This design comes from an exercise in tuning for small area and a short achievable clock period on the open sky130 flow, not from production work.
Only simulation tests tie the RTL to the original design; equivalence was not proved.
Power is estimated from default activity; no workload was simulated.

$ cat flow/run.sh
#!/bin/bash
# synth_recipe.tcl (not shown) runs the flow's synth.tcl, then flattens the netlist and writes it again
# the make line also repeats each setting of config.mk as NAME=value (left out here)
make -C /OpenROAD-flow-scripts/flow DESIGN_CONFIG=/design/flow/config.mk WORK_HOME=/design/flow/orfs CLKGATE_MAP_FILE= SYNTH_SCRIPT=/design/flow/synth_recipe.tcl finish
$ cat flow/constraint.sdc
create_clock -name core_clock -period 4.0 [get_ports {Clock}]
set_input_delay 0.8000 -clock core_clock [delete_from_list [all_inputs] [get_ports {Clock}]]
set_output_delay 0.8000 -clock core_clock [all_outputs]
set_load 0.01 [all_outputs]
$ cat flow/design.v
module memoria_dados_nrisc #(
  parameter int LARGURA_END = 8,
  parameter int LATENCIA    = 2
) (
  input  logic                   Clock,
  input  logic                   Reset_n,
  input  logic [LARGURA_END-1:0] EndMemDados,
  input  logic [7:0]             DadoEscritoMem,
  input  logic                   LerMem,
  input  logic                   EscMem,
  output logic [7:0]             DadoLidoMem,
  output logic                   Pronto,
  output logic                   Erro
  ,
  output logic [7:0]             PortaSaida
);
  logic ocioso_q, esp1_q, esp2_q, resp_q;
  logic [7:0] pos_q;
  logic [31:0] seln_q;             
  logic [7:0]  grp_q;              
  logic        porta_end_q;        
  logic [7:0]  slot_q;             
  logic [7:0]  dado_q;
  logic        ler_q, esc_q;
  logic [7:0] lido_q, porta_q;
  logic       erro_q;
  logic [7:0] r1_q [8];
  logic       wrp_q, rdp_q;
  logic [7:0] rdg_q;
  logic [7:0]  wga_q, wgan_q, wgb_q, wgbn_q;
  logic [15:0] wl_q, wln_q;
  logic [7:0] anel [256];
  logic [7:0] r1_d [8];
  logic [7:0] lido_d;
  logic       req, so_ler, so_esc, esc_mem, tarde;
  logic [5:0] soma_b;
  logic [2:0] soma_a0, soma_a1;
  logic [7:0] slot0;
  logic [7:0] grp_d;
  logic [6:0] wk;
  logic [7:0] wf, wfn;
  assign req     = LerMem | EscMem;
  assign so_ler  = ler_q & ~esc_q;
  assign so_esc  = esc_q & ~ler_q;
  assign esc_mem = so_esc & ~porta_end_q;
  assign soma_b  = {1'b0, EndMemDados[4:0]} + {1'b0, pos_q[4:0]};
  assign soma_a0 = EndMemDados[7:5] + pos_q[7:5];
  assign soma_a1 = EndMemDados[7:5] + pos_q[7:5] + 3'd1;
  assign slot0   = {soma_b[5] ? soma_a1 : soma_a0, soma_b[4:0]};
  always_comb
    for (int g = 0; g < 8; g++)
      grp_d[g] = soma_b[5] ? (soma_a1 == 3'(g)) : (soma_a0 == 3'(g));
  assign tarde = slot_q[0];
  assign wk    = 7'((9'(slot_q) + 9'd3) >> 1);
  always_ff @(posedge Clock or negedge Reset_n) begin
    if (!Reset_n) begin
      ocioso_q <= 1'b1;
      esp1_q   <= 1'b0;
      esp2_q   <= 1'b0;
      resp_q   <= 1'b0;
      erro_q   <= 1'b0;
      lido_q   <= '0;
      porta_q  <= '0;
      wrp_q    <= 1'b0;
      rdp_q    <= 1'b0;
      rdg_q    <= '0;
      wga_q    <= '0;
      wgan_q   <= '1;
    end else begin
      ocioso_q <= ~((ocioso_q & req) | esp1_q | esp2_q);
      esp1_q   <= ocioso_q & req;
      esp2_q   <= esp1_q;
      resp_q   <= esp2_q;
      erro_q   <= esp2_q & ler_q & esc_q;
      lido_q   <= lido_d;
      if (wrp_q)
        porta_q <= dado_q;
      wrp_q    <= esp1_q & so_esc & porta_end_q;
      rdp_q    <= esp1_q & so_ler & porta_end_q;
      for (int g = 0; g < 8; g++)
        rdg_q[g] <= esp1_q & so_ler & ~porta_end_q & grp_q[g];
      for (int i = 0; i < 8; i++) begin
        wga_q[i]  <=   esp1_q & esc_mem & ~tarde & (wk[6:4] == 3'(i));
        wgan_q[i] <= ~(esp1_q & esc_mem & ~tarde & (wk[6:4] == 3'(i)));
      end
    end
  end
  always_ff @(posedge Clock) begin
    pos_q <= pos_q + 8'd1;
    if (ocioso_q) begin
      for (int k = 0; k < 32; k++)
        seln_q[k] <= (slot0[4:0] != 5'(k));
      grp_q       <= grp_d;
      slot_q      <= slot0;
      porta_end_q <= &EndMemDados;
      dado_q      <= DadoEscritoMem;
      ler_q       <= LerMem;
      esc_q       <= EscMem;
    end
    for (int g = 0; g < 8; g++)
      r1_q[g] <= r1_d[g];
    for (int i = 0; i < 8; i++) begin
      wgb_q[i]  <=   esp2_q & esc_mem & tarde & (wk[6:4] == 3'(i));
      wgbn_q[i] <= ~(esp2_q & esc_mem & tarde & (wk[6:4] == 3'(i)));
    end
    for (int j = 0; j < 16; j++) begin
      wl_q[j]  <=   wk[3:0] == 4'(j);
      wln_q[j] <= ~(wk[3:0] == 4'(j));
    end
  end
  assign wf  = wga_q | wgb_q;
  assign wfn = wgan_q & wgbn_q;
  for (genvar p = 0; p < 256; p++) begin : g_anel
    if (p % 2 == 1) begin : g_passa
      always_ff @(posedge Clock)
        anel[p] <= anel[p-1];
    end else begin : g_porta_esc
      localparam int K = p / 2;
      logic we, keep;
      assign we   = wf[K >> 4] & wl_q[K & 15];
      assign keep = wfn[K >> 4] | wln_q[K & 15];
      always_ff @(posedge Clock)
        anel[p] <= ({8{we}} & dado_q) | ({8{keep}} & anel[(p + 255) % 256]);
    end
  end
  always_comb
    for (int g = 0; g < 8; g++) begin
      r1_d[g] = '1;
      for (int k = 0; k < 32; k++)
        r1_d[g] = r1_d[g] & ({8{seln_q[k]}} | anel[g*32 + k]);
    end
  always_comb begin
    lido_d = {8{rdp_q}} & porta_q;
    for (int g = 0; g < 8; g++)
      lido_d = lido_d | ({8{rdg_q[g]}} & r1_q[g]);
  end
  assign DadoLidoMem = lido_q;
  assign Pronto      = resp_q;
  assign Erro        = erro_q;
  assign PortaSaida  = porta_q;
endmodule
$ cat flow/config.mk
export PLATFORM = sky130hd
export DESIGN_NAME = memoria_dados_nrisc
export DESIGN_NICKNAME = memoria_dados_nrisc
export VERILOG_FILES = /design/flow/design.v
export SDC_FILE = /design/flow/constraint.sdc
export NUM_CORES = 4
export LEC_CHECK = 0
export CAP_MARGIN = 20
export CORE_MARGIN = 2
export CORE_UTILIZATION = 55
export CTS_CLUSTER_DIAMETER = 60
export CTS_CLUSTER_SIZE = 30
export PLACE_DENSITY = 0.65
export SETUP_SLACK_MARGIN = 1.85
export SLEW_MARGIN = 20
==> impl_metrics.json <==
{
  "die_x_um": 363.2,
  "worstPathArrival_ns": 3.16,
  "setup_viol": 0,
  "grt_pass1_wl_um": 408000,
  "async_flop_share_pct": 2.067,
  "hpwl_um": 164600,
  "die_area_sq_um": 131900,
  "criticalPathCategory": "reg2reg",
  "synth.distinct_cells": 59,
  "clk_latency_ns": 0.82,
  "register_area_sq_um": 46380,
  "power_density_nw_per_um2": 588.0,
  "netlist.area_leader.share_pct": 61.17,
  "yosys-top-cells-area": "dfxtp_1 (61%), a22o_1 (13%), o22ai_1 (9.1%), nor2_1 (3.1%), edfxtp_1 (2.5%)",
  "synthFlopType": "dfxtp_1",
  "reg2reg_to": "anel[244][6]",
  "use_met1_pct": 56.51,
  "cts-root-buf": "clkbuf_16",
  "post-route-util_pct": 61.02,
  "dr.pass1.iters": 9,
  "core_sq_um": 127800,
  "slew_violations": 0,
  "top_usage_layer": "met2",
  "relSlewSlack_pct": 6.176,
  "yosysSeqAreaShare_pct": 65.34,
  "clk_pin_slew_ns": 0.09,
  "met2_usage_pct": 61.49,
  "fillers": 10298,
  "dr.first_iter.drc_count": 9638,
  "outcome": "no timing/DRC/antenna violations",
  "max_freq_ghz": 0.4160,
  "critPathBufInv": 1,
  "synth_cells": 6216,
  "start_util_pct": 55.50,
  "syn-num-nets": 6249,
  "regToRegSetupSlack_ns": 1.60,
  "grt_max_degree": 130,
  "yosys_warnings": 4,
  "port_buffers": 37,
  "skew_ns": 0.03710,
  "post-route-period-util_pct": 60.10,
  "cts.sinks": 2274,
  "antenna_found_initial": 21,
  "place.gp.congestion": 0.9566,
  "clockBufferDepth": 3,
  "cp-end-kind": "flip-flop",
  "tightest_slew_ns": 1.405,
  "drc_errors": 0,
  "synth_area_sq_um": 70950,
  "die_y_um": 363.2,
  "multi_input_area_sq_um": 22450,
  "drive_above_1_share_pct": 9.618,
  "tns_ns": 0,
  "power_leakage_uw": 0.02994,
  "rsz0062_at_grt": "yes",
  "cp_slowest_stage_delay_ns": 1.07,
  "worst_ir_drop_vdd_uv": 818.3,
  "crit_chain": "buf_4 -> nor2b_1 -> a22o_1",
  "synth_top_area_cell": "dfxtp_1",
  "cts_htree_levels": 4,
  "synth_edf_count": 59,
  "grt_pass1_vias": 53942,
  "finalCriticalPeriod_ns": 2.404,
  "synth_seq_cells": 2274,
  "totalWireLength_um": 299800,
  "reg2reg_from": "wl_q[10]",
  "required_ns": 4.76,
  "grt_overflow_total": 0,
  "nets": 5968,
  "cts_hold_buf": 0,
  "cts_buffers": 136,
  "syn2layout_area_growth_pct": 9.951,
  "vias": 57356,
  "io_pins": 38,
  "drv_cap": 0,
  "antenna_left": 0,
  "hold_viol": 0,
  "grtUsageTotal_pct": 44.18,
  "via_per_inst": 7.372,
  "rows": 131,
  "r2r_cells": 3,
  "path_delay_family": "simple AND/OR/NAND/NOR gates",
  "cts_tree": "done",
  "grt_use_met3_pct": 18.86,
  "worstHoldPathType": "in2async",
  "syn-mean-instance-area_sq_um": 11.41,
  "avgRoutedWirePerCell_um": 38.54,
  "critPathMaxFanout": 8,
  "critPathLaunchType": "flip-flop",
  "critPathSlowestCell": "nor2b_1"
}
==> registers in the layout, summed over array words and instances, names as in the netlist, 16 cells and up <==
signal,count
seln_q,32
anel,2048
r1_q,64
wln_q,16
wl_q,16
==> worst max-delay path by stage <==
stage / end / from / cells after the start / slack, ns
floorplan: slot_q[4] / EndMemDados[0] / 7 / 1.49
global route: PortaSaida[7] / porta_q[7] / 1 / 1.69
CTS: PortaSaida[7] / porta_q[7] / 1 / 1.70
detailed placement: seln_q[4] / EndMemDados[0] / 8 / 0.64
finish: anel[244][6] / wl_q[10] / 3 / 1.60
global placement: seln_q[6] / EndMemDados[0] / 8 / 0.65
==> cells in the final DEF, fill, tap and decap left out, drive strengths merged, types with 4 or more instances in the layout <==
cell type and n:
dfxtp 2168, o22ai 1033, a22o 1033, nor2 586, buf 194, clkbuf 152, nand2b 141, nand4 125
nor2b 111, diode 77, nand3 64, edfxtp 59, inv 54, dfrtp 38, clkinv 37, nand2 35
and2b 22, nor3 20, clkdlybuf4s50 15, and2 14, nor4 12, xnor2 11, ha 11, a22oi 9
mux2 9, dfstp 9, xor2 9, a222oi 8, a221oi 8, clkinvlp 6, bufinv 6, a21o 5
o21a 5, and4 4, o21ai 4, or2 4
==> cell usage after synthesis, types with 3 or more instances <==
library cell and n:
a21o_1 5, a221oi_1 8, a222oi_1 8, a22o_1 1032
a22oi_1 9, and2_1 14, and2b_1 22, and4_1 4
buf_1 154, buf_2 55, buf_4 4, buf_6 3
clkbuf_1 359, clkbuf_2 58, dfrtp_1 38, dfstp_2 9
dfxtp_1 2168, edfxtp_1 59, ha_1 11, inv_1 9
mux2_2 9, nand2_1 35, nand2b_1 141, nand3_1 63
nand4_1 125, nor2_1 585, nor2b_1 111, nor3_1 19
nor4_1 12, o21a_1 5, o22ai_1 1033, xnor2_1 9
xor2_1 5, xor2_2 4
==> timing repair <==
item / 4_1_cts / 5_1_grt
pin swaps: 4 / 4
gates cloned: 0 / 0
buffers inserted: 34 / 11
resized for setup: 130 / 45
endpoints found under the setup margin: 450 / 207
==> worst reg2reg max path: cells and delay by family, from the launching register on <==
family / cells / cell delay, ns
AND/OR/NAND/NOR: 1 / 1.09
flip-flops: 1 / 0.62
buffers and inverters: 1 / 0.38
AO/OA/AOI/OAI: 1 / 0.27
==> where the power goes <==
group / leakage (uW) / internal [uW] / switching (uW)
registers: 0.0186 / 23800 / 1570
clock network: 0.00228 / 7280 / 8580
logic: 0.00909 / 1530 / 3120
==> final cells by class <==
cell class,count,area share [%]
sequential,2274,59.45
inverter,10,0.05132
tap,1662,2.666
clock inverter,93,1.434
clock buffer,151,4.580
multi-input combinational,3299,28.78
timing repair buffer,214,2.794
antenna,77,0.2470
==> metrics by stage <==
step	cell area, sq um	total power, uW	instances	hold slack [ns]	setup slack [ns]
after floorplan	71070	27540	6216	0.3311	1.494
after global routing	77880	46660	7726	0.1440	1.692
after detailed placement	72410	29940	7412	0.3357	0.6377
after CTS	77550	45250	7690	0.1142	1.696
final	78010	45870	7780	0.1092	1.596
after global placement	72370	29900	7410	0.3330	0.6535
==> per-layer routing <==
layer	share of wire [%]	routed length, um
met3	16	48100
met5	0.011	34
met4	7.3	21740
met1	36	108500
met2	41	121500
==> cells by family (layout without fill, tap and decap cells) <==
kind of cell,after synthesis,after routing,share of synthesized area (%)
AO/OA/AOI/OAI,2113,2113,22.44
XOR/XNOR,21,21,0.3421
buffers and inverters,643,468,3.654
multiplexers,9,9,0.1428
AND/OR/NAND/NOR,1143,1143,7.833
other,0,77,0
adder cells (fa/ha/maj),13,13,0.2504
flip-flops,2274,2274,65.34

==> static timing again, ports no longer ideal <==
No port has a modelled driver above. Below, the same layout with a new extraction and two added sets of constraints. Step 1 assumes that a clkbuf_16 drives the clock port and a buf_2 every other input. Step 2 adds t to the input delays and takes it off the output delays; t is the mean of the earliest and latest rising clock arrival at the registers after step 1. Input paths then give back, and output paths get back, about the clock's delay inside the block. Three values: no drivers, after step 1, after step 2; two values: the first two.
t (ns): 0.889
slack for setup (ns): 1.596 / 1.596 / 1.021
worst slew at a driven data input, ns: 0.04
After both steps setup and hold are still met in this run. For this run, drivers alone change the setup slack by 0.000 ns; drivers and shift together by -0.575 ns.
